From an optimization exercise on the open Yosys and OpenROAD flow, aimed at small area and a short achievable clock period; shortcuts taken in it are not production practice. The RTL was checked by simulation tests, not by an equivalence proof against the original design. Power is estimated from default activity; no workload was simulated.

===== design/flow/flow/run.sh =====
#!/bin/bash
# Standard layout, with a clock tree of larger sink clusters and no dummy loads.
set -euo pipefail
export CTS_ARGS="-sink_clustering_enable -repair_clock_nets -dont_use_dummy_load -sink_clustering_size 24 -sink_clustering_max_diameter 100 -buf_list sky130_fd_sc_hd__clkbuf_16"
bash standard.sh > standard.log 2>&1

===== design/flow/standard.sh =====
#!/bin/bash
# synth_recipe.tcl (not shown) runs the flow's synth.tcl, then flattens the netlist and writes it again
# the make line also repeats each setting of config.mk as NAME=value (left out here)
make -C /OpenROAD-flow-scripts/flow DESIGN_CONFIG=/design/flow/config.mk WORK_HOME=/design/flow/orfs CLKGATE_MAP_FILE= SYNTH_SCRIPT=/design/flow/synth_recipe.tcl "${@:-finish}"

===== design/flow/constraint.sdc =====
create_clock -name core_clock -period 5.0 [get_ports {clk}]
set_input_delay 1.0000 -clock core_clock [delete_from_list [all_inputs] [get_ports {clk}]]
set_output_delay 1.0000 -clock core_clock [all_outputs]
set_load 0.01 [all_outputs]

===== design/flow/config.mk =====
export PLATFORM = sky130hd
export DESIGN_NAME = dp_ram_top
export DESIGN_NICKNAME = dp_ram_top
export VERILOG_FILES = /design/flow/design.v
export SDC_FILE = /design/flow/constraint.sdc
export NUM_CORES = 4
export LEC_CHECK = 0
export CAP_MARGIN = 20
export CORE_MARGIN = 2
export CORE_UTILIZATION = 40
export SETUP_SLACK_MARGIN = 3.0
export SLEW_MARGIN = 20
export SYNTH_HIERARCHICAL = 1
export SYNTH_MINIMUM_KEEP_SIZE = 0

===== design/flow/design.v =====
package dp_ram_pkg;
  localparam int unsigned DEF_DATA_W = 8;
  localparam int unsigned DEF_ADDR_W = 8;
  localparam int unsigned DEF_DEPTH  = 256;
  typedef enum logic {
    ST_INIT  = 1'b0,
    ST_READY = 1'b1
  } state_t;
endpackage
module dp_ram_bitsel (
  input  logic en,
  input  logic en_n,
  input  logic d,
  input  logic q,
  output logic y
);
  assign y = (en & d) | (en_n & q);
endmodule
module dp_ram_aoi222 (
  input  logic [2:0] a,
  input  logic [2:0] s,
  output logic       y
);
  assign y = ~|(a & s);
endmodule
module dp_ram_aoi22 (
  input  logic [1:0] a,
  input  logic [1:0] s,
  output logic       y
);
  assign y = ~|(a & s);
endmodule
module dp_ram_oai22 (
  input  logic [1:0] a,
  input  logic [1:0] s_n,
  output logic       y
);
  assign y = ~&(a | s_n);
endmodule
module dp_ram_nand1 (
  input  logic [0:0] a,
  output logic       y
);
  assign y = ~&a;
endmodule
module dp_ram_nor1 (
  input  logic [0:0] a,
  output logic       y
);
  assign y = ~|a;
endmodule
module dp_ram_oai11 (
  input  logic [0:0] a,
  input  logic       b,
  output logic       y
);
  assign y = ~((|a) & b);
endmodule
module dp_ram_nand2 (
  input  logic [1:0] a,
  output logic       y
);
  assign y = ~&a;
endmodule
module dp_ram_nor2 (
  input  logic [1:0] a,
  output logic       y
);
  assign y = ~|a;
endmodule
module dp_ram_oai21 (
  input  logic [1:0] a,
  input  logic       b,
  output logic       y
);
  assign y = ~((|a) & b);
endmodule
module dp_ram_nand3 (
  input  logic [2:0] a,
  output logic       y
);
  assign y = ~&a;
endmodule
module dp_ram_nor3 (
  input  logic [2:0] a,
  output logic       y
);
  assign y = ~|a;
endmodule
module dp_ram_oai31 (
  input  logic [2:0] a,
  input  logic       b,
  output logic       y
);
  assign y = ~((|a) & b);
endmodule
module dp_ram_nand4 (
  input  logic [3:0] a,
  output logic       y
);
  assign y = ~&a;
endmodule
module dp_ram_nor4 (
  input  logic [3:0] a,
  output logic       y
);
  assign y = ~|a;
endmodule
module dp_ram_oai41 (
  input  logic [3:0] a,
  input  logic       b,
  output logic       y
);
  assign y = ~((|a) & b);
endmodule
module dp_ram_nand5 (
  input  logic [4:0] a,
  output logic       y
);
  assign y = ~&a;
endmodule
module dp_ram_nor5 (
  input  logic [4:0] a,
  output logic       y
);
  assign y = ~|a;
endmodule
module dp_ram_oai51 (
  input  logic [4:0] a,
  input  logic       b,
  output logic       y
);
  assign y = ~((|a) & b);
endmodule
module dp_ram_core #(
  parameter int unsigned WIDTH  = 8,
  parameter int unsigned ADDR_W = 8,
  parameter int unsigned DEPTH  = 200
) (
  input  logic              clk,
  input  logic              clr,
  input  logic              we,
  input  logic [ADDR_W-1:0] waddr,
  input  logic [WIDTH-1:0]  wdata,
  input  logic [ADDR_W-1:0] raddr,
  input  logic              s_mem,
  input  logic [WIDTH-1:0]  x_n,
  output logic [WIDTH-1:0]  dout_d
);
  logic [WIDTH-1:0] mem [DEPTH];
  logic [WIDTH-1:0] mem_d [DEPTH];
  logic [WIDTH-1:0] wdata_c;
  logic [DEPTH-1:0] wen, wen_n;
  logic [DEPTH-1:0] rsel, rsel_n;
  logic [100*WIDTH-1:0] t0;
  logic [50*WIDTH-1:0] t1;
  logic [13*WIDTH-1:0] t2;
  logic [7*WIDTH-1:0] t3;
  logic [3*WIDTH-1:0] t4;
  assign wdata_c = clr ? '0 : wdata;
  always_comb begin
    for (int i = 0; i < DEPTH; i++) begin
      wen[i]    = clr | (we & (waddr == ADDR_W'(i)));
      wen_n[i]  = ~wen[i];
      rsel[i]   = (raddr == ADDR_W'(i));
      rsel_n[i] = ~rsel[i];
    end
  end
  for (genvar i = 0; i < DEPTH; i++) begin : g_word
    for (genvar b = 0; b < WIDTH; b++) begin : g_bit
      dp_ram_bitsel u_sel (
        .en   (wen[i]),
        .en_n (wen_n[i]),
        .d    (wdata_c[b]),
        .q    (mem[i][b]),
        .y    (mem_d[i][b])
      );
    end
  end
  always_ff @(posedge clk) begin
    for (int i = 0; i < DEPTH; i++) begin
      mem[i] <= mem_d[i];
    end
  end
  for (genvar b = 0; b < WIDTH; b++) begin : g_rbit
    dp_ram_oai22 u_l0_0 (.a({mem[1][b], mem[0][b]}), .s_n({rsel_n[1], rsel_n[0]}), .y(t0[b*100+0]));
    dp_ram_oai22 u_l0_1 (.a({mem[3][b], mem[2][b]}), .s_n({rsel_n[3], rsel_n[2]}), .y(t0[b*100+1]));
    dp_ram_oai22 u_l0_2 (.a({mem[5][b], mem[4][b]}), .s_n({rsel_n[5], rsel_n[4]}), .y(t0[b*100+2]));
    dp_ram_oai22 u_l0_3 (.a({mem[7][b], mem[6][b]}), .s_n({rsel_n[7], rsel_n[6]}), .y(t0[b*100+3]));
    dp_ram_oai22 u_l0_4 (.a({mem[9][b], mem[8][b]}), .s_n({rsel_n[9], rsel_n[8]}), .y(t0[b*100+4]));
    dp_ram_oai22 u_l0_5 (.a({mem[11][b], mem[10][b]}), .s_n({rsel_n[11], rsel_n[10]}), .y(t0[b*100+5]));
    dp_ram_oai22 u_l0_6 (.a({mem[13][b], mem[12][b]}), .s_n({rsel_n[13], rsel_n[12]}), .y(t0[b*100+6]));
    dp_ram_oai22 u_l0_7 (.a({mem[15][b], mem[14][b]}), .s_n({rsel_n[15], rsel_n[14]}), .y(t0[b*100+7]));
    dp_ram_oai22 u_l0_8 (.a({mem[17][b], mem[16][b]}), .s_n({rsel_n[17], rsel_n[16]}), .y(t0[b*100+8]));
    dp_ram_oai22 u_l0_9 (.a({mem[19][b], mem[18][b]}), .s_n({rsel_n[19], rsel_n[18]}), .y(t0[b*100+9]));
    dp_ram_oai22 u_l0_10 (.a({mem[21][b], mem[20][b]}), .s_n({rsel_n[21], rsel_n[20]}), .y(t0[b*100+10]));
    dp_ram_oai22 u_l0_11 (.a({mem[23][b], mem[22][b]}), .s_n({rsel_n[23], rsel_n[22]}), .y(t0[b*100+11]));
    dp_ram_oai22 u_l0_12 (.a({mem[25][b], mem[24][b]}), .s_n({rsel_n[25], rsel_n[24]}), .y(t0[b*100+12]));
    dp_ram_oai22 u_l0_13 (.a({mem[27][b], mem[26][b]}), .s_n({rsel_n[27], rsel_n[26]}), .y(t0[b*100+13]));
    dp_ram_oai22 u_l0_14 (.a({mem[29][b], mem[28][b]}), .s_n({rsel_n[29], rsel_n[28]}), .y(t0[b*100+14]));
    dp_ram_oai22 u_l0_15 (.a({mem[31][b], mem[30][b]}), .s_n({rsel_n[31], rsel_n[30]}), .y(t0[b*100+15]));
    dp_ram_oai22 u_l0_16 (.a({mem[33][b], mem[32][b]}), .s_n({rsel_n[33], rsel_n[32]}), .y(t0[b*100+16]));
    dp_ram_oai22 u_l0_17 (.a({mem[35][b], mem[34][b]}), .s_n({rsel_n[35], rsel_n[34]}), .y(t0[b*100+17]));
    dp_ram_oai22 u_l0_18 (.a({mem[37][b], mem[36][b]}), .s_n({rsel_n[37], rsel_n[36]}), .y(t0[b*100+18]));
    dp_ram_oai22 u_l0_19 (.a({mem[39][b], mem[38][b]}), .s_n({rsel_n[39], rsel_n[38]}), .y(t0[b*100+19]));
    dp_ram_oai22 u_l0_20 (.a({mem[41][b], mem[40][b]}), .s_n({rsel_n[41], rsel_n[40]}), .y(t0[b*100+20]));
    dp_ram_oai22 u_l0_21 (.a({mem[43][b], mem[42][b]}), .s_n({rsel_n[43], rsel_n[42]}), .y(t0[b*100+21]));
    dp_ram_oai22 u_l0_22 (.a({mem[45][b], mem[44][b]}), .s_n({rsel_n[45], rsel_n[44]}), .y(t0[b*100+22]));
    dp_ram_oai22 u_l0_23 (.a({mem[47][b], mem[46][b]}), .s_n({rsel_n[47], rsel_n[46]}), .y(t0[b*100+23]));
    dp_ram_oai22 u_l0_24 (.a({mem[49][b], mem[48][b]}), .s_n({rsel_n[49], rsel_n[48]}), .y(t0[b*100+24]));
    dp_ram_oai22 u_l0_25 (.a({mem[51][b], mem[50][b]}), .s_n({rsel_n[51], rsel_n[50]}), .y(t0[b*100+25]));
    dp_ram_oai22 u_l0_26 (.a({mem[53][b], mem[52][b]}), .s_n({rsel_n[53], rsel_n[52]}), .y(t0[b*100+26]));
    dp_ram_oai22 u_l0_27 (.a({mem[55][b], mem[54][b]}), .s_n({rsel_n[55], rsel_n[54]}), .y(t0[b*100+27]));
    dp_ram_oai22 u_l0_28 (.a({mem[57][b], mem[56][b]}), .s_n({rsel_n[57], rsel_n[56]}), .y(t0[b*100+28]));
    dp_ram_oai22 u_l0_29 (.a({mem[59][b], mem[58][b]}), .s_n({rsel_n[59], rsel_n[58]}), .y(t0[b*100+29]));
    dp_ram_oai22 u_l0_30 (.a({mem[61][b], mem[60][b]}), .s_n({rsel_n[61], rsel_n[60]}), .y(t0[b*100+30]));
    dp_ram_oai22 u_l0_31 (.a({mem[63][b], mem[62][b]}), .s_n({rsel_n[63], rsel_n[62]}), .y(t0[b*100+31]));
    dp_ram_oai22 u_l0_32 (.a({mem[65][b], mem[64][b]}), .s_n({rsel_n[65], rsel_n[64]}), .y(t0[b*100+32]));
    dp_ram_oai22 u_l0_33 (.a({mem[67][b], mem[66][b]}), .s_n({rsel_n[67], rsel_n[66]}), .y(t0[b*100+33]));
    dp_ram_oai22 u_l0_34 (.a({mem[69][b], mem[68][b]}), .s_n({rsel_n[69], rsel_n[68]}), .y(t0[b*100+34]));
    dp_ram_oai22 u_l0_35 (.a({mem[71][b], mem[70][b]}), .s_n({rsel_n[71], rsel_n[70]}), .y(t0[b*100+35]));
    dp_ram_oai22 u_l0_36 (.a({mem[73][b], mem[72][b]}), .s_n({rsel_n[73], rsel_n[72]}), .y(t0[b*100+36]));
    dp_ram_oai22 u_l0_37 (.a({mem[75][b], mem[74][b]}), .s_n({rsel_n[75], rsel_n[74]}), .y(t0[b*100+37]));
    dp_ram_oai22 u_l0_38 (.a({mem[77][b], mem[76][b]}), .s_n({rsel_n[77], rsel_n[76]}), .y(t0[b*100+38]));
    dp_ram_oai22 u_l0_39 (.a({mem[79][b], mem[78][b]}), .s_n({rsel_n[79], rsel_n[78]}), .y(t0[b*100+39]));
    dp_ram_oai22 u_l0_40 (.a({mem[81][b], mem[80][b]}), .s_n({rsel_n[81], rsel_n[80]}), .y(t0[b*100+40]));
    dp_ram_oai22 u_l0_41 (.a({mem[83][b], mem[82][b]}), .s_n({rsel_n[83], rsel_n[82]}), .y(t0[b*100+41]));
    dp_ram_oai22 u_l0_42 (.a({mem[85][b], mem[84][b]}), .s_n({rsel_n[85], rsel_n[84]}), .y(t0[b*100+42]));
    dp_ram_oai22 u_l0_43 (.a({mem[87][b], mem[86][b]}), .s_n({rsel_n[87], rsel_n[86]}), .y(t0[b*100+43]));
    dp_ram_oai22 u_l0_44 (.a({mem[89][b], mem[88][b]}), .s_n({rsel_n[89], rsel_n[88]}), .y(t0[b*100+44]));
    dp_ram_oai22 u_l0_45 (.a({mem[91][b], mem[90][b]}), .s_n({rsel_n[91], rsel_n[90]}), .y(t0[b*100+45]));
    dp_ram_oai22 u_l0_46 (.a({mem[93][b], mem[92][b]}), .s_n({rsel_n[93], rsel_n[92]}), .y(t0[b*100+46]));
    dp_ram_oai22 u_l0_47 (.a({mem[95][b], mem[94][b]}), .s_n({rsel_n[95], rsel_n[94]}), .y(t0[b*100+47]));
    dp_ram_oai22 u_l0_48 (.a({mem[97][b], mem[96][b]}), .s_n({rsel_n[97], rsel_n[96]}), .y(t0[b*100+48]));
    dp_ram_oai22 u_l0_49 (.a({mem[99][b], mem[98][b]}), .s_n({rsel_n[99], rsel_n[98]}), .y(t0[b*100+49]));
    dp_ram_oai22 u_l0_50 (.a({mem[101][b], mem[100][b]}), .s_n({rsel_n[101], rsel_n[100]}), .y(t0[b*100+50]));
    dp_ram_oai22 u_l0_51 (.a({mem[103][b], mem[102][b]}), .s_n({rsel_n[103], rsel_n[102]}), .y(t0[b*100+51]));
    dp_ram_oai22 u_l0_52 (.a({mem[105][b], mem[104][b]}), .s_n({rsel_n[105], rsel_n[104]}), .y(t0[b*100+52]));
    dp_ram_oai22 u_l0_53 (.a({mem[107][b], mem[106][b]}), .s_n({rsel_n[107], rsel_n[106]}), .y(t0[b*100+53]));
    dp_ram_oai22 u_l0_54 (.a({mem[109][b], mem[108][b]}), .s_n({rsel_n[109], rsel_n[108]}), .y(t0[b*100+54]));
    dp_ram_oai22 u_l0_55 (.a({mem[111][b], mem[110][b]}), .s_n({rsel_n[111], rsel_n[110]}), .y(t0[b*100+55]));
    dp_ram_oai22 u_l0_56 (.a({mem[113][b], mem[112][b]}), .s_n({rsel_n[113], rsel_n[112]}), .y(t0[b*100+56]));
    dp_ram_oai22 u_l0_57 (.a({mem[115][b], mem[114][b]}), .s_n({rsel_n[115], rsel_n[114]}), .y(t0[b*100+57]));
    dp_ram_oai22 u_l0_58 (.a({mem[117][b], mem[116][b]}), .s_n({rsel_n[117], rsel_n[116]}), .y(t0[b*100+58]));
    dp_ram_oai22 u_l0_59 (.a({mem[119][b], mem[118][b]}), .s_n({rsel_n[119], rsel_n[118]}), .y(t0[b*100+59]));
    dp_ram_oai22 u_l0_60 (.a({mem[121][b], mem[120][b]}), .s_n({rsel_n[121], rsel_n[120]}), .y(t0[b*100+60]));
    dp_ram_oai22 u_l0_61 (.a({mem[123][b], mem[122][b]}), .s_n({rsel_n[123], rsel_n[122]}), .y(t0[b*100+61]));
    dp_ram_oai22 u_l0_62 (.a({mem[125][b], mem[124][b]}), .s_n({rsel_n[125], rsel_n[124]}), .y(t0[b*100+62]));
    dp_ram_oai22 u_l0_63 (.a({mem[127][b], mem[126][b]}), .s_n({rsel_n[127], rsel_n[126]}), .y(t0[b*100+63]));
    dp_ram_oai22 u_l0_64 (.a({mem[129][b], mem[128][b]}), .s_n({rsel_n[129], rsel_n[128]}), .y(t0[b*100+64]));
    dp_ram_oai22 u_l0_65 (.a({mem[131][b], mem[130][b]}), .s_n({rsel_n[131], rsel_n[130]}), .y(t0[b*100+65]));
    dp_ram_oai22 u_l0_66 (.a({mem[133][b], mem[132][b]}), .s_n({rsel_n[133], rsel_n[132]}), .y(t0[b*100+66]));
    dp_ram_oai22 u_l0_67 (.a({mem[135][b], mem[134][b]}), .s_n({rsel_n[135], rsel_n[134]}), .y(t0[b*100+67]));
    dp_ram_oai22 u_l0_68 (.a({mem[137][b], mem[136][b]}), .s_n({rsel_n[137], rsel_n[136]}), .y(t0[b*100+68]));
    dp_ram_oai22 u_l0_69 (.a({mem[139][b], mem[138][b]}), .s_n({rsel_n[139], rsel_n[138]}), .y(t0[b*100+69]));
    dp_ram_oai22 u_l0_70 (.a({mem[141][b], mem[140][b]}), .s_n({rsel_n[141], rsel_n[140]}), .y(t0[b*100+70]));
    dp_ram_oai22 u_l0_71 (.a({mem[143][b], mem[142][b]}), .s_n({rsel_n[143], rsel_n[142]}), .y(t0[b*100+71]));
    dp_ram_oai22 u_l0_72 (.a({mem[145][b], mem[144][b]}), .s_n({rsel_n[145], rsel_n[144]}), .y(t0[b*100+72]));
    dp_ram_oai22 u_l0_73 (.a({mem[147][b], mem[146][b]}), .s_n({rsel_n[147], rsel_n[146]}), .y(t0[b*100+73]));
    dp_ram_oai22 u_l0_74 (.a({mem[149][b], mem[148][b]}), .s_n({rsel_n[149], rsel_n[148]}), .y(t0[b*100+74]));
    dp_ram_oai22 u_l0_75 (.a({mem[151][b], mem[150][b]}), .s_n({rsel_n[151], rsel_n[150]}), .y(t0[b*100+75]));
    dp_ram_oai22 u_l0_76 (.a({mem[153][b], mem[152][b]}), .s_n({rsel_n[153], rsel_n[152]}), .y(t0[b*100+76]));
    dp_ram_oai22 u_l0_77 (.a({mem[155][b], mem[154][b]}), .s_n({rsel_n[155], rsel_n[154]}), .y(t0[b*100+77]));
    dp_ram_oai22 u_l0_78 (.a({mem[157][b], mem[156][b]}), .s_n({rsel_n[157], rsel_n[156]}), .y(t0[b*100+78]));
    dp_ram_oai22 u_l0_79 (.a({mem[159][b], mem[158][b]}), .s_n({rsel_n[159], rsel_n[158]}), .y(t0[b*100+79]));
    dp_ram_oai22 u_l0_80 (.a({mem[161][b], mem[160][b]}), .s_n({rsel_n[161], rsel_n[160]}), .y(t0[b*100+80]));
    dp_ram_oai22 u_l0_81 (.a({mem[163][b], mem[162][b]}), .s_n({rsel_n[163], rsel_n[162]}), .y(t0[b*100+81]));
    dp_ram_oai22 u_l0_82 (.a({mem[165][b], mem[164][b]}), .s_n({rsel_n[165], rsel_n[164]}), .y(t0[b*100+82]));
    dp_ram_oai22 u_l0_83 (.a({mem[167][b], mem[166][b]}), .s_n({rsel_n[167], rsel_n[166]}), .y(t0[b*100+83]));
    dp_ram_oai22 u_l0_84 (.a({mem[169][b], mem[168][b]}), .s_n({rsel_n[169], rsel_n[168]}), .y(t0[b*100+84]));
    dp_ram_oai22 u_l0_85 (.a({mem[171][b], mem[170][b]}), .s_n({rsel_n[171], rsel_n[170]}), .y(t0[b*100+85]));
    dp_ram_oai22 u_l0_86 (.a({mem[173][b], mem[172][b]}), .s_n({rsel_n[173], rsel_n[172]}), .y(t0[b*100+86]));
    dp_ram_oai22 u_l0_87 (.a({mem[175][b], mem[174][b]}), .s_n({rsel_n[175], rsel_n[174]}), .y(t0[b*100+87]));
    dp_ram_oai22 u_l0_88 (.a({mem[177][b], mem[176][b]}), .s_n({rsel_n[177], rsel_n[176]}), .y(t0[b*100+88]));
    dp_ram_oai22 u_l0_89 (.a({mem[179][b], mem[178][b]}), .s_n({rsel_n[179], rsel_n[178]}), .y(t0[b*100+89]));
    dp_ram_oai22 u_l0_90 (.a({mem[181][b], mem[180][b]}), .s_n({rsel_n[181], rsel_n[180]}), .y(t0[b*100+90]));
    dp_ram_oai22 u_l0_91 (.a({mem[183][b], mem[182][b]}), .s_n({rsel_n[183], rsel_n[182]}), .y(t0[b*100+91]));
    dp_ram_oai22 u_l0_92 (.a({mem[185][b], mem[184][b]}), .s_n({rsel_n[185], rsel_n[184]}), .y(t0[b*100+92]));
    dp_ram_oai22 u_l0_93 (.a({mem[187][b], mem[186][b]}), .s_n({rsel_n[187], rsel_n[186]}), .y(t0[b*100+93]));
    dp_ram_oai22 u_l0_94 (.a({mem[189][b], mem[188][b]}), .s_n({rsel_n[189], rsel_n[188]}), .y(t0[b*100+94]));
    dp_ram_oai22 u_l0_95 (.a({mem[191][b], mem[190][b]}), .s_n({rsel_n[191], rsel_n[190]}), .y(t0[b*100+95]));
    dp_ram_oai22 u_l0_96 (.a({mem[193][b], mem[192][b]}), .s_n({rsel_n[193], rsel_n[192]}), .y(t0[b*100+96]));
    dp_ram_oai22 u_l0_97 (.a({mem[195][b], mem[194][b]}), .s_n({rsel_n[195], rsel_n[194]}), .y(t0[b*100+97]));
    dp_ram_oai22 u_l0_98 (.a({mem[197][b], mem[196][b]}), .s_n({rsel_n[197], rsel_n[196]}), .y(t0[b*100+98]));
    dp_ram_oai22 u_l0_99 (.a({mem[199][b], mem[198][b]}), .s_n({rsel_n[199], rsel_n[198]}), .y(t0[b*100+99]));
    dp_ram_nor2 u_l1_0 (.a(t0[b*100+0 +: 2]), .y(t1[b*50+0]));
    dp_ram_nor2 u_l1_1 (.a(t0[b*100+2 +: 2]), .y(t1[b*50+1]));
    dp_ram_nor2 u_l1_2 (.a(t0[b*100+4 +: 2]), .y(t1[b*50+2]));
    dp_ram_nor2 u_l1_3 (.a(t0[b*100+6 +: 2]), .y(t1[b*50+3]));
    dp_ram_nor2 u_l1_4 (.a(t0[b*100+8 +: 2]), .y(t1[b*50+4]));
    dp_ram_nor2 u_l1_5 (.a(t0[b*100+10 +: 2]), .y(t1[b*50+5]));
    dp_ram_nor2 u_l1_6 (.a(t0[b*100+12 +: 2]), .y(t1[b*50+6]));
    dp_ram_nor2 u_l1_7 (.a(t0[b*100+14 +: 2]), .y(t1[b*50+7]));
    dp_ram_nor2 u_l1_8 (.a(t0[b*100+16 +: 2]), .y(t1[b*50+8]));
    dp_ram_nor2 u_l1_9 (.a(t0[b*100+18 +: 2]), .y(t1[b*50+9]));
    dp_ram_nor2 u_l1_10 (.a(t0[b*100+20 +: 2]), .y(t1[b*50+10]));
    dp_ram_nor2 u_l1_11 (.a(t0[b*100+22 +: 2]), .y(t1[b*50+11]));
    dp_ram_nor2 u_l1_12 (.a(t0[b*100+24 +: 2]), .y(t1[b*50+12]));
    dp_ram_nor2 u_l1_13 (.a(t0[b*100+26 +: 2]), .y(t1[b*50+13]));
    dp_ram_nor2 u_l1_14 (.a(t0[b*100+28 +: 2]), .y(t1[b*50+14]));
    dp_ram_nor2 u_l1_15 (.a(t0[b*100+30 +: 2]), .y(t1[b*50+15]));
    dp_ram_nor2 u_l1_16 (.a(t0[b*100+32 +: 2]), .y(t1[b*50+16]));
    dp_ram_nor2 u_l1_17 (.a(t0[b*100+34 +: 2]), .y(t1[b*50+17]));
    dp_ram_nor2 u_l1_18 (.a(t0[b*100+36 +: 2]), .y(t1[b*50+18]));
    dp_ram_nor2 u_l1_19 (.a(t0[b*100+38 +: 2]), .y(t1[b*50+19]));
    dp_ram_nor2 u_l1_20 (.a(t0[b*100+40 +: 2]), .y(t1[b*50+20]));
    dp_ram_nor2 u_l1_21 (.a(t0[b*100+42 +: 2]), .y(t1[b*50+21]));
    dp_ram_nor2 u_l1_22 (.a(t0[b*100+44 +: 2]), .y(t1[b*50+22]));
    dp_ram_nor2 u_l1_23 (.a(t0[b*100+46 +: 2]), .y(t1[b*50+23]));
    dp_ram_nor2 u_l1_24 (.a(t0[b*100+48 +: 2]), .y(t1[b*50+24]));
    dp_ram_nor2 u_l1_25 (.a(t0[b*100+50 +: 2]), .y(t1[b*50+25]));
    dp_ram_nor2 u_l1_26 (.a(t0[b*100+52 +: 2]), .y(t1[b*50+26]));
    dp_ram_nor2 u_l1_27 (.a(t0[b*100+54 +: 2]), .y(t1[b*50+27]));
    dp_ram_nor2 u_l1_28 (.a(t0[b*100+56 +: 2]), .y(t1[b*50+28]));
    dp_ram_nor2 u_l1_29 (.a(t0[b*100+58 +: 2]), .y(t1[b*50+29]));
    dp_ram_nor2 u_l1_30 (.a(t0[b*100+60 +: 2]), .y(t1[b*50+30]));
    dp_ram_nor2 u_l1_31 (.a(t0[b*100+62 +: 2]), .y(t1[b*50+31]));
    dp_ram_nor2 u_l1_32 (.a(t0[b*100+64 +: 2]), .y(t1[b*50+32]));
    dp_ram_nor2 u_l1_33 (.a(t0[b*100+66 +: 2]), .y(t1[b*50+33]));
    dp_ram_nor2 u_l1_34 (.a(t0[b*100+68 +: 2]), .y(t1[b*50+34]));
    dp_ram_nor2 u_l1_35 (.a(t0[b*100+70 +: 2]), .y(t1[b*50+35]));
    dp_ram_nor2 u_l1_36 (.a(t0[b*100+72 +: 2]), .y(t1[b*50+36]));
    dp_ram_nor2 u_l1_37 (.a(t0[b*100+74 +: 2]), .y(t1[b*50+37]));
    dp_ram_nor2 u_l1_38 (.a(t0[b*100+76 +: 2]), .y(t1[b*50+38]));
    dp_ram_nor2 u_l1_39 (.a(t0[b*100+78 +: 2]), .y(t1[b*50+39]));
    dp_ram_nor2 u_l1_40 (.a(t0[b*100+80 +: 2]), .y(t1[b*50+40]));
    dp_ram_nor2 u_l1_41 (.a(t0[b*100+82 +: 2]), .y(t1[b*50+41]));
    dp_ram_nor2 u_l1_42 (.a(t0[b*100+84 +: 2]), .y(t1[b*50+42]));
    dp_ram_nor2 u_l1_43 (.a(t0[b*100+86 +: 2]), .y(t1[b*50+43]));
    dp_ram_nor2 u_l1_44 (.a(t0[b*100+88 +: 2]), .y(t1[b*50+44]));
    dp_ram_nor2 u_l1_45 (.a(t0[b*100+90 +: 2]), .y(t1[b*50+45]));
    dp_ram_nor2 u_l1_46 (.a(t0[b*100+92 +: 2]), .y(t1[b*50+46]));
    dp_ram_nor2 u_l1_47 (.a(t0[b*100+94 +: 2]), .y(t1[b*50+47]));
    dp_ram_nor2 u_l1_48 (.a(t0[b*100+96 +: 2]), .y(t1[b*50+48]));
    dp_ram_nor2 u_l1_49 (.a(t0[b*100+98 +: 2]), .y(t1[b*50+49]));
    dp_ram_nand4 u_l2_0 (.a(t1[b*50+0 +: 4]), .y(t2[b*13+0]));
    dp_ram_nand4 u_l2_1 (.a(t1[b*50+4 +: 4]), .y(t2[b*13+1]));
    dp_ram_nand4 u_l2_2 (.a(t1[b*50+8 +: 4]), .y(t2[b*13+2]));
    dp_ram_nand4 u_l2_3 (.a(t1[b*50+12 +: 4]), .y(t2[b*13+3]));
    dp_ram_nand4 u_l2_4 (.a(t1[b*50+16 +: 4]), .y(t2[b*13+4]));
    dp_ram_nand4 u_l2_5 (.a(t1[b*50+20 +: 4]), .y(t2[b*13+5]));
    dp_ram_nand4 u_l2_6 (.a(t1[b*50+24 +: 4]), .y(t2[b*13+6]));
    dp_ram_nand4 u_l2_7 (.a(t1[b*50+28 +: 4]), .y(t2[b*13+7]));
    dp_ram_nand4 u_l2_8 (.a(t1[b*50+32 +: 4]), .y(t2[b*13+8]));
    dp_ram_nand4 u_l2_9 (.a(t1[b*50+36 +: 4]), .y(t2[b*13+9]));
    dp_ram_nand4 u_l2_10 (.a(t1[b*50+40 +: 4]), .y(t2[b*13+10]));
    dp_ram_nand3 u_l2_11 (.a(t1[b*50+44 +: 3]), .y(t2[b*13+11]));
    dp_ram_nand3 u_l2_12 (.a(t1[b*50+47 +: 3]), .y(t2[b*13+12]));
    dp_ram_nor2 u_l3_0 (.a(t2[b*13+0 +: 2]), .y(t3[b*7+0]));
    dp_ram_nor2 u_l3_1 (.a(t2[b*13+2 +: 2]), .y(t3[b*7+1]));
    dp_ram_nor2 u_l3_2 (.a(t2[b*13+4 +: 2]), .y(t3[b*7+2]));
    dp_ram_nor2 u_l3_3 (.a(t2[b*13+6 +: 2]), .y(t3[b*7+3]));
    dp_ram_nor2 u_l3_4 (.a(t2[b*13+8 +: 2]), .y(t3[b*7+4]));
    dp_ram_nor2 u_l3_5 (.a(t2[b*13+10 +: 2]), .y(t3[b*7+5]));
    dp_ram_nor1 u_l3_6 (.a(t2[b*13+12 +: 1]), .y(t3[b*7+6]));
    dp_ram_nand4 u_l4_0 (.a({s_mem, t3[b*7+0 +: 3]}), .y(t4[b*3+0]));
    dp_ram_nand3 u_l4_1 (.a({s_mem, t3[b*7+3 +: 2]}), .y(t4[b*3+1]));
    dp_ram_nand3 u_l4_2 (.a({s_mem, t3[b*7+5 +: 2]}), .y(t4[b*3+2]));
    dp_ram_oai31 u_out (.a(t4[b*3 +: 3]), .b(x_n[b]), .y(dout_d[b]));
  end
endmodule
module dp_ram_param #(
  parameter int unsigned DATA_W = dp_ram_pkg::DEF_DATA_W,
  parameter int unsigned ADDR_W = dp_ram_pkg::DEF_ADDR_W,
  parameter int unsigned DEPTH  = dp_ram_pkg::DEF_DEPTH
) (
  input  logic              clk,
  input  logic              rst,
  input  logic              wr_en,
  input  logic [ADDR_W-1:0] wr_addr,
  input  logic [DATA_W-1:0] data_in,
  input  logic              rd_en,
  input  logic [ADDR_W-1:0] rd_addr,
  output logic [DATA_W-1:0] data_out,
  output logic              rd_valid,
  output logic              init_busy,
  output logic              addr_err
);
  localparam int unsigned CMP_W = ADDR_W + 1;
  localparam logic [CMP_W-1:0]  DEPTH_L = CMP_W'(DEPTH);
  localparam logic [ADDR_W-1:0] LAST_L  = ADDR_W'(DEPTH - 1);
  logic [ADDR_W-1:0] clr_q;
  logic              busy_q;
  logic [DATA_W-1:0] data_out_q;
  logic              rd_valid_q;
  logic              addr_err_q;
  logic              wr_in_c, rd_in_c;
  logic              rd_ok_c, bypass_c, err_c;
  logic              s_mem, s_din, s_hold;
  logic [DATA_W-1:0] hold_n, data_out_d;
  assign wr_in_c  = ({1'b0, wr_addr} < DEPTH_L);
  assign rd_in_c  = ({1'b0, rd_addr} < DEPTH_L);
  assign rd_ok_c  = ~rst & ~busy_q & rd_en & rd_in_c;
  assign bypass_c = wr_en & (wr_addr == rd_addr);
  assign err_c    = ~rst & ~busy_q & ((wr_en & ~wr_in_c) | (rd_en & ~rd_in_c));
  always_ff @(posedge clk) begin
    if (rst) begin
      busy_q <= 1'b1;
      clr_q  <= '0;
    end else if (busy_q) begin
      busy_q <= (clr_q != LAST_L);
      clr_q  <= clr_q + ADDR_W'(1);
    end
  end
  dp_ram_core #(
    .WIDTH  (DATA_W),
    .ADDR_W (ADDR_W),
    .DEPTH  (DEPTH)
  ) u_core (
    .clk     (clk),
    .clr     (busy_q),
    .we      (wr_en),
    .waddr   (wr_addr),
    .wdata   (data_in),
    .raddr   (rd_addr),
    .s_mem   (s_mem),
    .x_n     (hold_n),
    .dout_d  (data_out_d)
  );
  assign s_mem  = rd_ok_c & ~bypass_c;
  assign s_din  = rd_ok_c & bypass_c;
  assign s_hold = ~rst & ~rd_ok_c;
  for (genvar b = 0; b < DATA_W; b++) begin : g_dout
    dp_ram_aoi22 u_hold (.a({data_in[b], data_out_q[b]}), .s({s_din, s_hold}), .y(hold_n[b]));
  end
  always_ff @(posedge clk) begin
    rd_valid_q <= rd_ok_c;
    addr_err_q <= err_c;
    data_out_q <= data_out_d;
  end
  assign data_out  = data_out_q;
  assign rd_valid  = rd_valid_q;
  assign init_busy = busy_q;
  assign addr_err  = addr_err_q;
endmodule
module dp_ram_top (
  input  logic       clk,
  input  logic       rst,
  input  logic       wr_en,
  input  logic [7:0] wr_addr,
  input  logic [7:0] data_in,
  input  logic       rd_en,
  input  logic [7:0] rd_addr,
  output logic [7:0] data_out,
  output logic       rd_valid,
  output logic       init_busy,
  output logic       addr_err
);
  dp_ram_param #(
    .DATA_W (8),
    .ADDR_W (8),
    .DEPTH  (200)
  ) u_ram (
    .clk       (clk),
    .rst       (rst),
    .wr_en     (wr_en),
    .wr_addr   (wr_addr),
    .data_in   (data_in),
    .rd_en     (rd_en),
    .rd_addr   (rd_addr),
    .data_out  (data_out),
    .rd_valid  (rd_valid),
    .init_busy (init_busy),
    .addr_err  (addr_err)
  );
endmodule

==> metrics.md, run 1 <==
| Metric | Value |
|---|---|
| Post-Syn Nets | `5588` |
| Clock Latency Late Sink | `0.73 ns` |
| Core ar. | `149000 sq um` |
| Worst hold path type | `register to register` |
| Crit-path cells | `buf_4 -> bufbuf_16 -> buf_4 -> and4bb_4 -> buf_12 -> nand2_4 -> o22ai_1 -> nor2_1 -> nand4_1 -> nor2_1 -> nand3_2 -> o31ai_2` |
| Final period util | `55.5%` |
| Post-layout util | `48.7%` |
| Setup TNS | `0 ns` |
| Final hold violations | `0` |
| Crit path required time | `5.64 ns` |
| Status | `no timing/DRC/antenna violations` |
| Slew HR | `48.3%` |
| Post-synthesis cell count | `5559` |
| Worst Setup Start Kind | `input port` |
| CP top delay family | `simple AND/OR/NAND/NOR gates` |
| Die width | `391 um` |
| Starting Density | `about two fifths` |
| Synthesized area | `60000 sq um` |
| Hold Buf Count CTS | `0` |
| Mapped Avg Cell Area | `10.8 sq um` |
| Worst Path Max Fanout | `8` |
| Max Freq | `360 MHz` |
| Final Total Pwr | `around 21 mW` |
| Vias | `between 50k and 60k` |
| Layout net count | `5800` |
| Most frequent cells after synthesis | `1619 x dfxtp_1, 1600 x a22o_1, 801 x o22ai_1, 457 x nor2_1, 202 x nand2_1` |
| Warnings, synthesis | `11` |
| Top post-synthesis cells by area | `dfxtp_1 54%, a22o_1 23%, o22ai_1 8.4%, nor2_1 2.9%, a31o_2 2.8%` |
| Worst-path clk slew | `0.10 ns` |
| Antenna-violating nets left | `0` |
| Filler cell count | `13.3k` |
| CP Class | `input port to register` |
| Clock tree buffer depth | `3` |
| Num ports | `39` |
| Final Cell Area | `72800 sq um` |
| P&R area growth vs syn | `21.4%` |
| Place WS | `-0.0381 ns` |
| Top-area cell type share of the netlist area | `54.0%` |
| GRT Resource Usage Total | `between 20% and 30%` |
| Share of cells above drive strength 1 | `between 10% and 20%` |
| Final Max Tran Viols | `0` |
| Worst stage delay on the critical path | `around 0.30 ns` |
| Routed vias/inst | `7.03` |
| Drt wl/cell | `between 30 and 40 um` |
| First-pass GRT wire length | `344000 um` |
| Initial antenna violation count | `4` |
| Sequential share of the synthesized area | `54.0%` |
| 1st-pass router iterations | `10` |
| DRT iter0 DRCs | `8503` |
| LEAKAGE | `28.2 nW` |
| Peak supply drop | `0.211 mV` |
| Number of buffers created by CTS | `78` |
| Root buffer cell | `clkbuf_16` |
| Synth Flop Type | `dfxtp_1` |
| Worst Max-Slew Pin Slew | `0.776 ns` |
| Vias in the first global route | `roughly 50k` |
| Sink Count | `1619` |
| Distinct cell type count after synthesis | `45` |
| Largest net degree at the start of global routing | `108` |
| Hold slack final | `0.473 ns` |
| Cell taking the most area after synthesis | `dfxtp_1` |
| Crit path buf inv count | `4` |
| Final clock skew | `0.0872 ns` |
| Final setup viols | `0` |
| Std cell rows | `between 100 and 150` |
| DRC Markers | `0` |
| Post-route minimum period | `2.77 ns` |
| Gr ovfl total | `0` |
| Crit-path slowest cell | `bufbuf_16` |
| Max-cap violations | `0` |
| Async set-reset flop share out of synthesis | `0%` |
| EDFF count, synth | `0` |
| DP Cell Count | `~7.5k` |
| Routability cong. | `0.942` |
| HPWL Detailed | `130000 um` |
| Power Density | `288 nW/um^2` |
| Dominant cell by count in the synthesized netlist | `dfxtp_1` |
| Placement-stage cell area | `63300 sq um` |
| Post-Route WL | `approximately 250000 um` |
| Unrepaired setup endpoints after global routing | `yes` |
| Die footprint | `153000 sq um` |
| Crit end category | `register` |
| IO buf count | `38` |
| Worst EP arrival | `roughly 3.4 ns` |
| Finished Layout Cells | `7786` |
| H-tree level count | `3` |
| CTS tree | `built` |
| Die Y | `391 um` |
| Final setup margin | `roughly 2.2 ns` |
| #FFs+latches synth | `approximately 1.6k` |
## per-module statistics from Yosys, one instance, submodules excluded, a selection
module,flops+latches,area [sq um],cells inside
dp_ram_nor1,0,3.75,1
dp_ram_oai22,0,6.26,1
dp_ram_nand3,0,5.00,1
dp_ram_bitsel,0,8.76,1
dp_ram_aoi22,0,12.5,1
dp_ram_nand4,0,6.26,1
dp_ram_nor2,0,3.75,1
dp_ram_oai31,0,12.5,1
## layer usage
metal | up-vias | global-route usage (%) | wire length [um]
li1 | 23300 | - | -
met1 | 27100 | 41.8 | 103000
met2 | 3750 | 43.2 | 103000
met3 | 585 | 6.44 | 29300
met4 | 6 | 12.7 | 10900
met5 | - | 0 | 39
## worst reg2reg max path: cells and delay by family (launching register included)
kind	cells	cell delay, ns
flops	1	0.37
simple gates	3	0.67
buf+inv	2	0.48
compound gates	2	0.54
## final timing paths
kind                                  from                       end  slack (ns)  cells past startpoint
setup / recovery                rd_addr[7]       u_ram.data_out_q[5]        2.23                     12
hold reg to reg   u_ram.u_core.mem[101][4]  u_ram.u_core.mem[101][4]        0.47                      1
hold / removal    u_ram.u_core.mem[101][4]  u_ram.u_core.mem[101][4]        0.47                      1
setup reg to reg              u_ram.busy_q       u_ram.data_out_q[5]        2.86                      7
## layout make-up
cell class | instances | area (sq um) | area share, %
Antenna cell | 1 | 2.50 | 0.00344
Clock buffer | 78 | 1950 | 2.68
Sequential cell | 1619 | 32400 | 44.6
Inverter | 10 | 37.5 | 0.0516
Timing Repair Buffer | 348 | 5110 | 7.03
Tap cell | 2016 | 2520 | 3.47
Multi-Input combinational cell | 3714 | 30700 | 42.2
## cells in the final DEF, fill, tap and decap left out, types with 12 or more instances in the layout
master,Yosys,layout
a31oi_1,201,13
dfxtp_1,1619,1612
buf_4,12,139
nor2_1,457,387
and4bb_4,0,15
buf_16,0,26
clkbuf_16,0,93
o22ai_2,0,17
bufbuf_16,0,16
nand4_1,98,98
nor4b_4,8,12
nor2_2,0,45
a31oi_2,0,148
a31o_2,195,113
o22ai_1,801,783
nand2_2,0,59
a31oi_4,0,40
a31o_4,0,84
buf_12,0,85
nand2_1,202,56
buf_6,2,38
nor2_4,0,25
nand3_1,37,28
nand2_4,0,62
a22o_1,1600,1600
nand2_8,0,25
## cell families (layout without fill, tap and decap cells)
logic type | after synthesis | in the layout | synth area share [%]
xor gates and xnor gates | 12 | 12 | 0.175
adders and majority gates | 1 | 1 | 0.0209
DFF | 1619 | 1619 | 54.0
other | 0 | 1 | 0
and+or+nand+nor | 862 | 874 | 6.79
muxes | 1 | 1 | 0.0167
buffers and inverters | 238 | 436 | 1.80
AOI/OAI and AO/OA | 2826 | 2826 | 37.2
## report_power, final
part           leakage, nW  total, mW  internal [mW]  switching [mW]
clock                0.961       7.04           2.80            4.23
combinational         14.2       1.01          0.321           0.688
sequential            13.0       12.9           12.9         0.00323
total                 28.2       20.9           16.0            4.92
## what timing repair did
item / in CTS / in global routing
gates cloned: 38 / 19
gates resized for setup: 849 / 233
endpoints found under the hold margin: 0 / 0
endpoints found under the setup margin: 1619 / 1540
pin swaps: 104 / 72
setup buffers: 126 / 30
## state kept, by name, indices dropped and copies added, names as in the netlist
name              count
u_ram.u_core.mem   1600
u_ram.clr_q           8
u_ram.data_out_q      8
u_ram.addr_err_q      1
u_ram.busy_q          1
u_ram.rd_valid_q      1
==> run 2, diff against run 1 <==
--- a/design/flow/config.mk
+++ b/design/flow/config.mk
@@ -10,3 +10,3 @@
 export CORE_UTILIZATION = 40
-export SETUP_SLACK_MARGIN = 3.0
+export SETUP_SLACK_MARGIN = 2.5
 export SLEW_MARGIN = 20
==> run 2 against run 1 <==
Against the previous run: worst setup slack got worse by 0.085 ns; synthesized cell count unchanged; clock skew decreased by 0.0021 ns; largest power group unchanged; non-clock buffer count decreased by 48; clock-buffer cell count unchanged; design area decreased by 3.1%; die area unchanged; fmax decreased by 3.0%; global-route usage decreased by 1.6 points; sequential share of layout area increased by 1.4 points.
==> metrics.md, run 2 <==
| Metric | Value |
|---|---|
| Slew HR | `25.2%` |
| CP Class | `input port to register` |
| CP dominant cell by count | `buf_12` |
| Antenna cell count | `0` |
| Sequential Area | `32400 sq um` |
| Post-synthesis cell count | `5559` |
| Worst-path clk slew | `around 0.09 ns` |
| Worst Setup Start Kind | `input port` |
| Routability cong. | `roughly 0.94` |
| Sequential share of the synthesized area | `between 50% and 60%` |
| Number of buffers created by CTS | `78` |
| Final setup viols | `0` |
| Worst hold path type | `register to register` |
| Power Density | `slightly below 300 nW/um^2` |
| Final Total Pwr | `20.8 mW` |
| Clock tree buffer depth | `3` |
| CP top delay family | `simple AND/OR/NAND/NOR gates` |
| Die Y | `391 um` |
| Placement-stage cell area | `63300 sq um` |
| Setup TNS | `0 ns` |
| Cell taking the most area after synthesis | `dfxtp_1` |
| Final setup margin | `2.14 ns` |
| HPWL Detailed | `approximately 130000 um` |
| Top reg by flops | `u_ram.u_core.mem` |
| CTS tree | `built` |
| Top post-synthesis cells by area | `dfxtp_1 54%, a22o_1 23%, o22ai_1 8.4%, nor2_1 2.9%, a31o_2 2.8%` |
| Status | `no timing/DRC/antenna violations` |
| Commonest non-fill, non-tap cell in the layout | `dfxtp_1` |
| DP Cell Count | `around 7.5k` |
| Dominant cell by count in the synthesized netlist | `dfxtp_1` |
| Worst Path Max Fanout | `8` |
| Worst Max-Slew Pin Slew | `between 1 and 1.5 ns` |
| Synthesized area | `60000 sq um` |
| Post-Syn Nets | `between 5k and 6k` |
| Clock Latency Late Sink | `0.73 ns` |
| Synth Flop Type | `dfxtp_1` |
| Layout net count | `5751` |
| DRT iter0 DRCs | `7689` |
| IO buf count | `38` |
| Hold slack final | `0.475 ns` |
| Final clock skew | `0.0851 ns` |
| Max Freq | `350 MHz` |
| H-tree level count | `3` |
| Num ports | `39` |
| Biggest regs | `u_ram.u_core.mem: 1600 flops, u_ram.clr_q: 8 flops, u_ram.data_out_q: 8 flops` |
| LEAKAGE | `~27 nW` |
| Die footprint | `153000 sq um` |
| GRT Resource Usage Total | `28.0%` |
| Crit-path cells | `buf_12 -> buf_12 -> nor4b_4 -> buf_6 -> buf_4 -> buf_12 -> nand2_8 -> o22ai_2 -> nor2_2 -> nand4_1 -> nor2_4 -> nand4_1 -> o31ai_2` |
| Finished Layout Cells | `7736` |
| Share of cells above drive strength 1 | `18.8%` |
| Starting Density | `40.1%` |
| P&R area growth vs syn | `17.6%` |
| Unrepaired setup endpoints after global routing | `yes` |
| Area occupied by multi-input gates | `29800 sq um` |
| First-pass GRT wire length | `329000 um` |
| Die width | `391 um` |
| Std cell rows | `142` |
| Crit path buf inv count | `5` |
| Routed vias/inst | `~6.9` |
| Mapped Avg Cell Area | `10.8 sq um` |
| Largest net degree at the start of global routing | `151` |
| DRC Markers | `0` |
| Final Max Tran Viols | `0` |
| #FFs+latches synth | `1619` |
| Core ar. | `149000 sq um` |
| Post-route minimum period | `2.86 ns` |
| Post-Route WL | `229000 um` |
| Async set-reset flop share out of synthesis | `0%` |
| Worst stage delay on the critical path | `around 0.33 ns` |
| EDFF count, synth | `0` |
| Peak supply drop | `0.205 mV` |
| Filler cell count | `13.5k` |
| Distinct cell type count after synthesis | `45` |
| Crit end category | `register` |
| Worst EP arrival | `3.50 ns` |
| Vias | `53.3k` |
| Vias in the first global route | `49.2k` |
| Largest register FFs | `1600` |
| Drt wl/cell | `29.6 um` |
| Final Cell Area | `70500 sq um` |
| Sink Count | `1619` |
| Root buffer cell | `clkbuf_16` |
| Max-cap violations | `0` |
| Top-area cell type share of the netlist area | `54.0%` |
| Gr ovfl total | `0` |
| Warnings, synthesis | `11` |
| 1st-pass router iterations | `7` |
| Crit path required time | `5.64 ns` |
| Final hold violations | `0` |
| Crit-path slowest cell | `o31ai_2` |
| Post-layout util | `47.2%` |
| Place WS | `-0.0381 ns` |
| Initial antenna violation count | `8` |
| Most frequent cells in the layout | `1614 x dfxtp_1, 1600 x a22o_1, 748 x o22ai_1, 366 x nor2_1, 194 x a31o_2` |
| Most frequent cells after synthesis | `1619 x dfxtp_1, 1600 x a22o_1, 801 x o22ai_1, 457 x nor2_1, 202 x nand2_1` |
| Antenna-violating nets left | `0` |
| Final period util | `57.2%` |
[run 2: cell count changes in the layout (fill, tap and decap cells not counted), moves of 16 or more]
cell / previous run / this run
a31o_4: 84 / 1
a31o_2: 113 / 194
a31oi_1: 13 / 72
a31oi_4: 40 / 1
o22ai_1: 783 / 748
nor2_1: 387 / 366
o22ai_2: 17 / 38
a31oi_2: 148 / 128
nor2_2: 45 / 61
[run 2: final timing paths]
kind                              end  cells after the start                startpoint  slack [ns]
max               u_ram.data_out_q[1]                     13                rd_addr[6]        2.14
min reg2reg  u_ram.u_core.mem[101][3]                      1  u_ram.u_core.mem[101][3]        0.47
min          u_ram.u_core.mem[101][3]                      1  u_ram.u_core.mem[101][3]        0.47
max reg2reg   u_ram.u_core.mem[15][6]                      4              u_ram.busy_q        2.54
[run 2: cell families (layout without fill, tap and decap cells)]
logic type / after synthesis / in the layout / synth area share (%)
flops: 1619 / 1619 / 54.0
compound gates: 2826 / 2826 / 37.2
simple gates: 862 / 873 / 6.79
xor+xnor: 12 / 12 / 0.175
fa+ha+maj: 1 / 1 / 0.0209
mux: 1 / 1 / 0.0167
buf+inv: 238 / 388 / 1.80
[run 2: repair_timing]
action                      CTS  global route
setup endpoints to repair  1607          1337
hold buffers                  0             0
buffers inserted            100            39
pin swaps                   153            58
gates resized for setup     650           219
cloned                       20             5
[run 2: report_power, final]
group / switching [mW] / internal [mW] / total (mW)
logic: 0.611 / 0.277 / 0.888
clock network: 4.18 / 2.80 / 6.98
registers: 0.00326 / 12.9 / 12.9
[run 2: final cells by class]
cell class | count | area share [%]
Clock buffer | 78 | 2.77
Multi-Input combinational cell | 3713 | 42.3
Timing Repair Buffer | 300 | 5.29
Tap cell | 2016 | 3.58
Inverter | 10 | 0.0532
Sequential cell | 1619 | 46.0
[run 2: worst register-to-register path, stage by stage, from the launching register on]
cell and delay [ns]:
dfxtp_4 0.36, buf_4 0.44, buf_12 0.48, a31oi_1 0.77, a22o_1 0.31
[run 2: layer usage]
metal	up-vias	routed length [um]	track usage, %
met1	26600	99400	40.3
met3	491	23300	5.52
li1	23100	-	-
met2	3139	96700	40.9
met5	-	93	0
met4	14	9450	11.5
[run 2: modules after synthesis (local to each module, per instance), a selection]
module,cells inside,cell area [sq um],copies in the design
dp_ram_aoi22,1,12.5,8
dp_ram_oai31,1,12.5,8
dp_ram_bitsel,1,8.76,1600
dp_ram_nand4,1,6.26,96
dp_ram_oai22,1,6.26,800
dp_ram_nand3,1,5.00,32
dp_ram_nor1,1,3.75,8
dp_ram_nor2,1,3.75,448
==> run 3, diff against run 2 <==
--- a/design/flow/design.v
+++ b/design/flow/design.v
@@ -153,3 +153,3 @@
   logic [DEPTH-1:0] wen, wen_n;
-  logic [DEPTH-1:0] rsel, rsel_n;
+  logic [DEPTH-1:0] rsel_n;
   logic [100*WIDTH-1:0] t0;
@@ -160,9 +160,22 @@
   assign wdata_c = clr ? '0 : wdata;
+  localparam int unsigned NLO = 16;
+  localparam int unsigned NHI = (DEPTH + NLO - 1) / NLO;
+  logic [NLO-1:0] wlo, wlo_n, rlo;
+  logic [NHI-1:0] whi, whi_n, rhi;
   always_comb begin
-    for (int i = 0; i < DEPTH; i++) begin
-      wen[i]    = clr | (we & (waddr == ADDR_W'(i)));
-      wen_n[i]  = ~wen[i];
-      rsel[i]   = (raddr == ADDR_W'(i));
-      rsel_n[i] = ~rsel[i];
+    for (int j = 0; j < NLO; j++) begin
+      wlo[j]   = clr | (we & (waddr[3:0] == 4'(j)));
+      wlo_n[j] = ~wlo[j];
+      rlo[j]   = (raddr[3:0] == 4'(j));
     end
+    for (int k = 0; k < NHI; k++) begin
+      whi[k]   = clr | (waddr[ADDR_W-1:4] == (ADDR_W-4)'(k));
+      whi_n[k] = ~whi[k];
+      rhi[k]   = (raddr[ADDR_W-1:4] == (ADDR_W-4)'(k));
+    end
+  end
+  for (genvar i = 0; i < DEPTH; i++) begin : g_dec
+    dp_ram_nor2  u_wen   (.a({wlo_n[i % NLO], whi_n[i / NLO]}), .y(wen[i]));
+    dp_ram_nand2 u_wen_n (.a({wlo[i % NLO], whi[i / NLO]}), .y(wen_n[i]));
+    dp_ram_nand2 u_rsel  (.a({rlo[i % NLO], rhi[i / NLO]}), .y(rsel_n[i]));
   end
==> run 3 against run 2 <==
Against the previous run: critical path type unchanged; combinational power decreased by 43%; clock skew decreased by 0.045 ns; critical endpoint is now u_ram.data_out_q[3]; flip-flop and latch count unchanged; clock-buffer cell count decreased by 1; still clean on timing, DRC and antenna; highest routed layer unchanged; first-iteration DRC count decreased by 5.6%; clock power decreased by 1%; register-to-register slack got worse by 0.02 ns.
==> metrics.md, run 3 <==
| Metric | Value |
|---|---|
| Status | `no timing/DRC/antenna violations` |
| First-pass GRT wire length | `330000 um` |
| Peak supply drop | `0.310 mV` |
| Die footprint | `147000 sq um` |
| GRT Resource Usage Total | `29.7%` |
| Setup TNS | `0 ns` |
| P&R area growth vs syn | `16.8%` |
| 1st-pass router iterations | `6` |
| Synthesized area | `57600 sq um` |
| Post-route minimum period | `around 2.7 ns` |
| Finished Layout Cells | `7628` |
| Largest net degree at the start of global routing | `120` |
| Crit path required time | `5.61 ns` |
| DRC Markers | `0` |
| EDFF count, synth | `0` |
| Worst Setup Start Kind | `input port` |
| Layout net count | `5753` |
| LEAKAGE | `27.6 nW` |
| DP Cell Count | `7480` |
| Power Density | `a little over 300 nW/um^2` |
| Top post-synthesis cells by area | `dfxtp_1 56%, a22o_1 24%, o22ai_1 8.7%, nor2_1 4.4%, nand2_1 2.6%` |
| Max Freq | `367 MHz` |
| Warnings, synthesis | `11` |
| Filler cell count | `13.2k` |
| R2R Setup Slk | `2.52 ns` |
| Final setup viols | `0` |
| Worst EP arrival | `3.33 ns` |
| Num ports | `39` |
| Clock Latency Late Sink | `0.70 ns` |
| Core ar. | `143000 sq um` |
| Starting Density | `between 40% and 50%` |
| Sink Count | `1619` |
| Final hold violations | `0` |
| Top reg by flops | `u_ram.u_core.mem` |
| Drt wl/cell | `30.1 um` |
| Combinational share of power | `2.5%` |
| Async set-reset flop share out of synthesis | `0%` |
| Distinct cell type count after synthesis | `39` |
| Post-Syn Nets | `5443` |
| Worst-path clk slew | `0.10 ns` |
| Mapped Avg Cell Area | `10.6 sq um` |
| Worst Path Max Fanout | `8` |
| Final clock skew | `0.0397 ns` |
| Max-cap violations | `0` |
| Synth Flop Type | `dfxtp_1` |
| Fraction of power spent switching nets | `22.1%` |
| Routability cong. | `1.02` |
| HPWL Detailed | `144000 um` |
| Number of buffers created by CTS | `77` |
| Cell taking the most area after synthesis | `dfxtp_1` |
| Int Pwr | `15.8 mW` |
| Initial antenna violation count | `6` |
| Gr ovfl total | `0` |
| Biggest regs | `u_ram.u_core.mem: 1600 flops, u_ram.clr_q: 8 flops, u_ram.data_out_q: 8 flops` |
| Hold slack final | `0.476 ns` |
| Post-synthesis cell count | `5414` |
| Routed vias/inst | `6.74` |
| Final Max Tran Viols | `0` |
| Commonest non-fill, non-tap cell in the layout | `dfxtp_1` |
| Dominant cell by count in the synthesized netlist | `dfxtp_1` |
| Crit end category | `register` |
| Most frequent cells after synthesis | `1619 x dfxtp_1, 1600 x a22o_1, 801 x o22ai_1, 671 x nor2_1, 406 x nand2_1` |
| Die Y | `383 um` |
| Vias | `~51k` |
| Slew HR | `34.8%` |
| CTS tree | `built` |
| Root buffer cell | `clkbuf_16` |
| Clock power frac | `approximately 34%` |
| DRT iter0 DRCs | `7256` |
| #FFs+latches synth | `between 1.5k and 2k` |
| Unrepaired setup endpoints after global routing | `yes` |
| Clock tree buffer depth | `3` |
| Share of cells above drive strength 1 | `13.0%` |
| CP Class | `input port to register` |
| H-tree level count | `3` |
| Worst Max-Slew Pin Slew | `between 0.9 and 1 ns` |
| IO buf count | `38` |
| Antenna-violating nets left | `0` |
| Sequential power share | `between 60% and 70%` |
| Top-area cell type share of the netlist area | `56.3%` |
| Final Total Pwr | `20.3 mW` |
| Worst hold path type | `register to register` |
| Largest register FFs | `1600` |
| Sequential share of the synthesized area | `56.3%` |
| Most frequent cells in the layout | `1615 x dfxtp_1, 1600 x a22o_1, 781 x o22ai_1, 519 x nor2_1, 245 x nand2_1` |
| Post-Route WL | `230000 um` |
| Vias in the first global route | `48.0k` |
| Final period util | `54.4%` |
| Die width | `between 300 and 400 um` |
| Std cell rows | `around 140` |
| Net Sw Power | `4.50 mW` |
run 3: cell types whose count changed in the layout (fill, tap and decap cells not counted), moves of 11 or more:
cell,before,now
o22ai_2,38,16
buf_6,28,14
o22ai_1,748,781
o22ai_4,15,4
nor2_1,366,519
buf_4,141,120
a31oi_2,128,3
nand2_1,48,245
and4bb_4,15,0
nor4b_4,12,0
nand2_2,58,74
nor2_2,61,129
a31oi_1,72,0
a31o_2,194,4
run 3: layout make-up:
type | instances | area [sq um] | share of cell area, %
antenna | 3 | 7.51 | 0.0112
multi-input combinational | 3767 | 27500 | 40.9
clock buffer | 77 | 1930 | 2.87
sequential | 1619 | 32400 | 48.2
inverter | 10 | 37.5 | 0.0558
tap | 1903 | 2380 | 3.54
timing repair buffer | 249 | 3000 | 4.46
run 3: timing repair:
item | 4_1_cts | 5_1_grt
pin swaps | 99 | 56
hold buffers | 0 | 0
setup endpoints to repair | 1619 | 1047
gates resized for setup | 507 | 195
buffers inserted | 45 | 21
cloned | 2 | 0
run 3: through the flow:
step                      worst slack, ns  cell area, sq um  utilization (%)
after floorplan                      1.44             57600                -
after global placement             0.0786             62200             43.4
after detailed placement            0.141             62200             43.4
after CTS                            2.43             66400             46.3
after global routing                 2.34             67200             46.9
final                                2.28             67200             46.9
run 3: cells by family (layout without fill, tap and decap cells):
kind of cell               after synthesis  count (layout)  synth area share [%]
other                                    0               3                     0
AOI/OAI and AO/OA                     2484            2484                  34.2
DFF                                   1619            1619                  56.3
adders and majority gates                1               1                0.0217
xor gates and xnor gates                12              12                 0.183
muxes                                    1               1                0.0174
buffers and inverters                   29             336                 0.230
and+or+nand+nor                       1268            1269                  9.06
run 3: path summary, 6_finish.rpt:
check                          start                  endpoint  cells after the start
max                       rd_addr[3]       u_ram.data_out_q[3]                     12
min          u_ram.u_core.mem[82][4]   u_ram.u_core.mem[82][4]                      1
max reg2reg             u_ram.busy_q  u_ram.u_core.mem[164][5]                      6
min reg2reg  u_ram.u_core.mem[82][4]   u_ram.u_core.mem[82][4]                      1
run 3: worst max-delay path, cell delays in order:
cell and delay [ns]:
buf_8 0.13, buf_4 0.15, nor4_2 0.04, bufbuf_16 0.31, buf_4 0.18, nand2_4 0.13, o22ai_1 0.13, nor2_1 0.16
nand4_1 0.29, nor2_1 0.17, nand4_1 0.30, o31ai_2 0.30
run 3: modules after synthesis, one instance, submodules excluded, excerpt:
| module | cells | flip-flops and latches | copies in the design | cell area (sq um) |
|---|---|---|---|---|
| dp_ram_aoi22 | 1 | 0 | 8 | 12.5 |
| dp_ram_oai31 | 1 | 0 | 8 | 12.5 |
| dp_ram_bitsel | 1 | 0 | 1600 | 8.76 |
| dp_ram_nand4 | 1 | 0 | 96 | 6.26 |
| dp_ram_oai22 | 1 | 0 | 800 | 6.26 |
| dp_ram_nand3 | 1 | 0 | 32 | 5.00 |
| dp_ram_nand2 | 1 | 0 | 400 | 3.75 |
| dp_ram_nor1 | 1 | 0 | 8 | 3.75 |
| dp_ram_nor2 | 1 | 0 | 648 | 3.75 |
run 3: metal layers:
metal	vias to the layer above	track usage, %	share of wire [%]
met5	-	0	0.012
met4	4	13.3	4.9
met3	504	6.77	11
met2	3140	43.6	42
met1	25400	41.5	42
li1	22300	-	-
run 3: power groups by stage:
stage                     sequential, mW  combinational, mW  clock [mW]
final                               12.9              0.510        6.91
after global routing                12.9              0.515        7.40
after CTS                           12.9              0.464        6.99
after detailed placement            13.2              0.368           0
after global placement              13.2              0.369           0
after floorplan                     13.2              0.144           0
==> run 4, diff against run 3 <==
==> design/flow/flow/run.sh (replaced) <==
#!/bin/bash
# Standard layout with two changes: port buffers are buf_4 (instead of the
# delay-cell buffers buffer_ports picks by default), and the clock tree uses
# larger sink clusters of clkbuf_16 with no dummy loads.
set -euo pipefail
export BUFFER_PORTS_ARGS="-buffer_cell sky130_fd_sc_hd__buf_4"
export CTS_ARGS="-sink_clustering_enable -repair_clock_nets -dont_use_dummy_load -sink_clustering_size 24 -sink_clustering_max_diameter 100 -buf_list sky130_fd_sc_hd__clkbuf_16"
bash standard.sh > standard.log 2>&1
==> run 4 against run 3 <==
Against the previous run: still clean; via count increased by 0.51%; synthesized cell count unchanged; power about the same; hold slack improved by 0.0020 ns; non-clock buffer count decreased by 34; utilization decreased by 0.76 points; register-to-register slack got worse by 0.03 ns; die area unchanged; critical endpoint is now u_ram.data_out_q[7]; largest cell class unchanged.
==> metrics.md, run 4 <==
| Metric | Value |
|---|---|
| Final setup viols | `0` |
| Post-synthesis cell count | `5414` |
| Max-cap violations | `0` |
| Clock Latency Late Sink | `0.71 ns` |
| Number of buffers created by CTS | `77` |
| Most frequent cells after synthesis | `1619 x dfxtp_1, 1600 x a22o_1, 801 x o22ai_1, 671 x nor2_1, 406 x nand2_1` |
| Sequential share of the synthesized area | `a little under three fifths` |
| Worst-path clk slew | `0.10 ns` |
| Post-Route WL | `231000 um` |
| Hold slack final | `0.478 ns` |
| Clock power frac | `34.1%` |
| #FFs+latches synth | `1619` |
| Fraction of power spent switching nets | `22.2%` |
| First-pass GRT wire length | `~330000 um` |
| IO buf count | `38` |
| 1st-pass router iterations | `6` |
| Max Freq | `373 MHz` |
| Crit end category | `register` |
| Vias in the first global route | `roughly 47k` |
| LEAKAGE | `27.2 nW` |
| Hold Buf Count CTS | `0` |
| Largest net degree at the start of global routing | `about 130` |
| Die footprint | `147000 sq um` |
| Initial antenna violation count | `6` |
| Crit path required time | `5.63 ns` |
| Setup TNS | `0 ns` |
| Cell taking the most area after synthesis | `dfxtp_1` |
| Largest register FFs | `approximately 1.6k` |
| Routability cong. | `0.975` |
| Final hold violations | `0` |
| Warnings, synthesis | `11` |
| Post-route minimum period | `2.68 ns` |
| Biggest regs | `u_ram.u_core.mem: 1600 flops, u_ram.clr_q: 8 flops, u_ram.data_out_q: 8 flops` |
| Final Total Pwr | `between 20 and 25 mW` |
| Dominant cell by count in the synthesized netlist | `dfxtp_1` |
| Final Max Tran Viols | `0` |
| Post-layout util | `46.2%` |
| Crit-path slowest cell | `nand4_1` |
| DRC Markers | `0` |
| Layout net count | `roughly 5.7k` |
| Slew HR | `24.8%` |
| DRT iter0 DRCs | `6833` |
| Routed vias/inst | `6.80` |
| Sequential power share | `a little under two thirds` |
| Post-Syn Nets | `5443` |
| Synthesized area | `57600 sq um` |
| H-tree level count | `3` |
| CP top delay family | `simple AND/OR/NAND/NOR gates` |
| Final clock skew | `0.0382 ns` |
| Worst Setup Start Kind | `input port` |
| Top post-synthesis cells by area | `dfxtp_1 56%, a22o_1 24%, o22ai_1 8.7%, nor2_1 4.4%, nand2_1 2.6%` |
| Top-area cell type share of the netlist area | `56.3%` |
| Worst hold path type | `register to register` |
| Worst Max-Slew Pin Slew | `between 1 and 1.5 ns` |
| Die width | `around 380 um` |
| Final Cell Area | `66100 sq um` |
| Vias | `between 50k and 60k` |
| Net Sw Power | `~4.5 mW` |
| Share of cells above drive strength 1 | `11.1%` |
| HPWL Detailed | `143000 um` |
| Peak supply drop | `0.337 mV` |
| Worst stage delay on the critical path | `0.28 ns` |
| Die Y | `between 300 and 400 um` |
| Num ports | `39` |
| Crit path buf inv count | `4` |
| Std cell rows | `139` |
| Crit-path cells | `buf_12 -> nand2b_4 -> nor3_2 -> buf_6 -> buf_16 -> nand2_8 -> buf_4 -> o22ai_1 -> nor2_1 -> nand4_1 -> nor2_2 -> nand4_1 -> o31ai_2` |
| Drt wl/cell | `roughly 30 um` |
| Gr ovfl total | `0` |
| Filler cell count | `13.3k` |
| Clock tree buffer depth | `3` |
| Unrepaired setup endpoints after global routing | `yes` |
| P&R area growth vs syn | `14.9%` |
| CP Class | `input port to register` |
| Distinct cell type count after synthesis | `39` |
| Combinational share of power | `2.4%` |
| Final period util | `a little over half` |
| Most frequent cells in the layout | `1618 x dfxtp_1, 1600 x a22o_1, 787 x o22ai_1, 594 x nor2_1, 272 x nand2_1` |
| Placement-stage cell area | `61500 sq um` |
| Top reg by flops | `u_ram.u_core.mem` |
| Worst EP arrival | `roughly 3.3 ns` |
| CP dominant cell by count | `nand4_1` |
| GRT Resource Usage Total | `29.8%` |
| Starting Density | `40.2%` |
| Power Density | `~310 nW/um^2` |
| Synth Flop Type | `dfxtp_1` |
| Commonest non-fill, non-tap cell in the layout | `dfxtp_1` |
| Sink Count | `1619` |
| EDFF count, synth | `0` |
| Mapped Avg Cell Area | `10.6 sq um` |
| CTS tree | `built` |
| Worst Path Max Fanout | `8` |
| Core ar. | `143000 sq um` |
| Async set-reset flop share out of synthesis | `0%` |
| Int Pwr | `15.8 mW` |
| Status | `no timing/DRC/antenna violations` |
| Root buffer cell | `clkbuf_16` |
| Antenna-violating nets left | `0` |
-- run 4: cell families after synthesis --
family | synth area share (%)
XOR/XNOR | 0.183
flip-flops | 56.3
AND/OR/NAND/NOR | 9.06
AO/OA/AOI/OAI | 34.2
adder cells (fa/ha/maj) | 0.0217
multiplexers | 0.0174
buffers and inverters | 0.230
-- run 4: repair_timing --
| item | 4_1_cts | 5_1_grt |
|---|---|---|
| buffers inserted | 25 | 32 |
| gates cloned | 2 | 1 |
| pin swaps | 52 | 75 |
| setup endpoints to repair | 1595 | 992 |
| gates resized for setup | 335 | 169 |
| hold endpoints to repair | 0 | 0 |
-- run 4: power groups by stage --
stage	clock network, mW	registers, mW	logic, mW
final	6.92	12.9	0.490
after global routing	7.43	12.9	0.492
after CTS	6.98	12.9	0.425
after detailed placement	0	13.2	0.356
after global placement	0	13.2	0.356
after floorplan	0	13.2	0.144
-- run 4: worst register-to-register path, stage by stage, from the launching register on --
cell       delay [ns]
dfxtp_4          0.43
buf_12           0.21
nor2b_4          0.81
bufbuf_16        0.68
a22o_1           0.32
-- run 4: cell type report --
class	instances	area, sq um	area share [%]
Clock buffer	77	1930	2.91
Timing Repair Buffer	215	2250	3.40
Antenna cell	7	17.5	0.0265
Tap cell	1903	2380	3.60
Inverter	10	37.5	0.0567
Multi-Input combinational cell	3767	27100	41.0
Sequential cell	1619	32400	49.0
-- run 4: metal layers --
metal	track usage, %	vias to the layer above	wire length, um
met3	6.92	499	25100
met4	14.0	7	10700
met1	42.4	25700	99700
met5	0	-	181
met2	42.4	3144	95600
li1	-	22300	-
-- run 4: per-module statistics from Yosys (local to each module, per instance), a selection --
module         cells inside  flip-flops and latches  cell area [sq um]  copies in the design
dp_ram_oai22              1                       0               6.26                   800
dp_ram_oai31              1                       0               12.5                     8
dp_ram_bitsel             1                       0               8.76                  1600
dp_ram_nand2              1                       0               3.75                   400
dp_ram_nor2               1                       0               3.75                   648
dp_ram_nor1               1                       0               3.75                     8
dp_ram_aoi22              1                       0               12.5                     8
dp_ram_nand3              1                       0               5.00                    32
dp_ram_nand4              1                       0               6.26                    96
-- run 4: metrics by stage --
| stage | worst slack, ns | instances |
|---|---|---|
| 2_1_floorplan | 1.44 | 5414 |
| 3_5_place_dp | 0.929 | 7454 |
| 6_report | 2.32 | 7598 |
| 4_1_cts | 2.35 | 7558 |
| 5_1_grt | 2.40 | 7591 |
| 3_3_place_gp | 0.879 | 7453 |
-- run 4: final timing paths --
kind                                          startpoint                       end  slack (ns)  depth (start not counted)
worst min register to register  u_ram.u_core.mem[135][0]  u_ram.u_core.mem[135][0]        0.48                          1
worst max register to register              u_ram.busy_q   u_ram.u_core.mem[10][0]        2.49                          4
worst max-delay path                          rd_addr[2]       u_ram.data_out_q[7]        2.32                         13
worst min-delay path            u_ram.u_core.mem[135][0]  u_ram.u_core.mem[135][0]        0.48                          1
